This design comes from an exercise in tuning for small area, a short achievable clock period and few clock cycles on the open sky130 flow, not from production work.
Only simulation tests tie the RTL to the original design; equivalence was not proved.
No activity file was given, so power comes from the tool's default toggle rates.

Setup of v6:
==> flow/design.v (excerpt) <==
module pooling_unit #(
  parameter  int IL       = 4,
  parameter  int FL       = 16,
  parameter  int CHANNELS = 4,
  parameter  int MAX_LEN  = 16,
  localparam int LEN_W    = pooling_pkg::len_width(MAX_LEN),
  localparam int ACC_W    = pooling_pkg::acc_width(IL, FL, MAX_LEN),
  localparam int DW       = IL + FL
) (
  input  logic                 clk,
  input  logic                 rst,
  input  logic                 start,
  input  logic                 mode,
  input  logic [LEN_W-1:0]     len_cfg,
  input  logic [CHANNELS*DW-1:0] in_data,
  input  logic                 in_valid,
  output logic                 in_ready,
  output logic [CHANNELS*DW-1:0] out_data,
  output logic                 out_valid,
  input  logic                 out_ready,
  output logic                 busy
);
Size in the first run: roughly 2,000 cells after synthesis, ~16,000 sq um of cells after synthesis.
clock: 6.0 ns
lec_check: 0
cap_margin: 20
core_margin: 2
core_utilization: 40
setup_slack_margin: 3.0
slew_margin: 20
run.sh (not shown) runs the stock make flow with config.mk's settings and CLKGATE_MAP_FILE= SYNTH_SCRIPT=/design/flow/synth_recipe.tcl, a recipe that flattens the netlist after the stock synthesis.
Testbench counts of v6, summed over its fixed seeds: cycles 12,707.
diff inputs: v6 => v7
- SETUP_SLACK_MARGIN removed (was 3.0)
## What came out
- ~same area after synthesis in v6 and v7
- Startpoint-to-endpoint class of the critical path: input pin to register -> v7, register to register -> v6
- Looking at multi-input gate area in the final layout, v7 sits 2300 sq um below v6.
- Of the two values seen for launch point of the critical path, neg_q[1] was produced by v6 and in_data[77] by v7.
- For routed wire length, dividing the value from v7 by the value from v6 gives 0.889.
- Between v7 and v6, the clock power figures differ only marginally.
- The worst endpoint required time of v7 falls short of that of v6 by 30 ps.
- From v6 to v7 the numbers moved as follows: post-layout instance area saw a decrease; number of instances resized during post-cts repair saw a decrease; minimum setup slack in the final design saw a decrease.


pooling_unit, a different RTL version from the one above (not shown whole).
Size: ~2000 cells after synthesis, roughly 140 flip-flops, about 170 I/O pins, roughly 16000 sq um of cells after synthesis.
export LEC_CHECK = 0
export CAP_MARGIN = 20
export CORE_MARGIN = 2
export CORE_UTILIZATION = 60
export PLACE_DENSITY = 0.75
export SETUP_SLACK_MARGIN = 2.8
export SLEW_MARGIN = 20
create_clock -name core_clock -period 6.0 [get_ports {clk}]
standard.sh (not shown) runs the stock make flow with config.mk's settings and CLKGATE_MAP_FILE= SYNTH_SCRIPT=/design/flow/synth_recipe.tcl, a recipe that flattens the netlist after the stock synthesis.
==> flow/flow/run.sh <==
#!/bin/bash
# The standard layout, with the port buffers made of plain buffers
# (sky130_fd_sc_hd__buf_2) instead of the delay cells buffer_ports picks.
set -euo pipefail
export BUFFER_PORTS_ARGS="-buffer_cell sky130_fd_sc_hd__buf_2"
bash standard.sh > standard.log 2>&1
The starting point produced a clean layout.
Testbench counts at the start, summed over its fixed seeds: cycles 12,707.
Edit:
Settings changed: CORE_UTILIZATION 60 to 40, PLACE_DENSITY 0.75 to unset, SETUP_SLACK_MARGIN 2.8 to 2.7.
Result: Combinational power goes down by about 3%. Cell count climbs by 6.8%. Power is lower by 0.70%. Non-clock buffer count fell by 19. Routed wire length climbs by 6.5%. Die area climbs by 49%. Setup slack is about the same. Utilization falls by 24 points. Via count falls by 3.4%. Clock power hardly moves.


== job 7355 ==
pooling_unit, a different RTL version from the one above (not shown whole).
For scale: roughly 2000 cells after synthesis.
export LEC_CHECK = 0
export CAP_MARGIN = 20
export CORE_MARGIN = 2
export CORE_UTILIZATION = 40
export CTS_BUF_LIST = sky130_fd_sc_hd__clkbuf_4 sky130_fd_sc_hd__clkbuf_8
export PLACE_DENSITY = 0.7
export SETUP_SLACK_MARGIN = 2.9
export SLEW_MARGIN = 20
create_clock -name core_clock -period 6.0 [get_ports {clk}]
Scripts as last shown in full above: flow/flow/run.sh
No stage failed in job 7355, and the final checks on the layout all came back clean.
Testbench counts of job 7355, summed over its fixed seeds: cycles 12,707.
The following lists how job 9302 was set up differently from job 7355:
- SETUP_SLACK_MARGIN: 2.9 -> 3.0
- PLACE_DENSITY: 0.7 -> unset
Results
Floorplan core area: job 7355 vs job 9302 identical. In job 9302, required time of the worst setup path is higher than in job 7355. Job 9302 and job 7355 ended up with nearly the same met2 track utilization from global routing. Summary: worst-case register-to-register setup slack, job 9302 better than job 7355. Taking job 7355 as the reference, in job 9302 total routed wirelength now larger; total design power shows no meaningful change; number of clock-tree buffers in the layout went up by 3. Summary of job 9302 over job 7355: via total after detailed routing closely matched the old numbers; part of the power in the clock network decreased by 1.6 points relative to the old numbers.
Input changes introduced in job 9916 (baseline for comparison: job 9302):
- SETUP_SLACK_MARGIN now 2.9, was 3.0
==> flow/flow/run.sh <==
#!/bin/bash
# The standard layout, with the port buffers made of plain buffers
# (sky130_fd_sc_hd__buf_1) instead of the delay cells buffer_ports picks.
set -euo pipefail
export BUFFER_PORTS_ARGS="-buffer_cell sky130_fd_sc_hd__buf_1"
bash standard.sh > standard.log 2>&1
==> comparison <==
Between job 9916 and job 9302, it is job 9916 whose total of cells resized after clock tree synthesis is lower, by 7. Against job 9302, job 9916 comes in 80 ps lower on worst-case register-to-register setup slack. Relative to job 9302, transition time at the pin with the least slew margin has gone down in job 9916. Post-route minimum period in job 9916 is 24 ps higher than in job 9302. The worst supply voltage drop on vdd number comes out higher for job 9302 vs job 9916. Clock share of power for job 9916 is higher than for job 9302. Per the final summary, job 9916 finished and its layout is clean on timing, DRC and antenna. Relative to job 9302, the total iterations of the first detailed-routing run of job 9916 is lower by 2. Looking at highest-delay cell along the critical path, the sky130_fd_sc_hd__o41ai_4 result is from job 9302; the sky130_fd_sc_hd__or4_1 one comes from job 9916. Switching power total improves in job 9916 relative to job 9302.
## Diff of input files: job 4986 against job 9916
- swapping 2.9 for 2.8 in SETUP_SLACK_MARGIN
==> flow/flow/run.sh <==
#!/bin/bash
# The standard layout, with the port buffers made of plain buffers
# (sky130_fd_sc_hd__buf_2) instead of the delay cells buffer_ports picks.
set -euo pipefail
export BUFFER_PORTS_ARGS="-buffer_cell sky130_fd_sc_hd__buf_2"
bash standard.sh > standard.log 2>&1
Results
Job 4986 reached the final stage; the timing, design-rule and antenna checks on its layout passed. Minimum clock period, job 9916 and job 4986: larger value in job 4986. Global-route congestion overflow total of job 4986 is on par with job 9916. Combinational power delta (job 4986 -> job 9916): insignificant. Job 9916 has higher proportion of power drawn by combinational gates than job 4986.

[afterwards: timing with drivers on the ports]
In the flow no input, the clock included, has a driving cell. The finished layouts below were timed again as built, in two steps. Step 1 sets driving cells, clkbuf_16 on the clock port and buf_2 on the other inputs (assumed; they add their load-dependent delay and slew). Step 2 moves the port delays by t, midway between the first and last clock arrival at a register: inputs arrive t later, outputs are due t later. That takes back most of the time a late clock gives input paths. a / b / c = ideal / step 1 / step 2; a / b = the first two.
run	t (ns)	setup WS [ns]	worst hold slack (ns)	worst register clock-pin slew, ns
v6	0.485	2.675 / 2.675 / 2.365	0.480 / 0.480 / 0.480	0.07 / 0.07
v7	0.487	1.861 / 1.893 / 1.406	0.495 / 0.495 / 0.495	0.07 / 0.07
the first run of note 2	0.480	2.403 / 2.403 / 2.370	0.500 / 0.500 / 0.500	0.07 / 0.07
the second run of note 2	0.506	2.405 / 2.405 / 2.285	0.504 / 0.504 / 0.504	0.07 / 0.07
job 7355	0.516	2.975 / 2.926 / 2.439	0.493 / 0.493 / 0.493	0.09 / 0.09
job 9302	0.524	2.956 / 2.962 / 2.439	0.478 / 0.478 / 0.478	0.09 / 0.09
job 9916	0.513	2.932 / 2.954 / 2.441	0.475 / 0.475 / 0.475	0.08 / 0.08
job 4986	0.520	2.865 / 2.869 / 2.363	0.473 / 0.473 / 0.473	0.09 / 0.09
After both steps every run listed still meets setup and hold. The setup slack of job 7355, which loses most, moves by -0.049 ns with the drivers and by -0.536 ns with both steps.
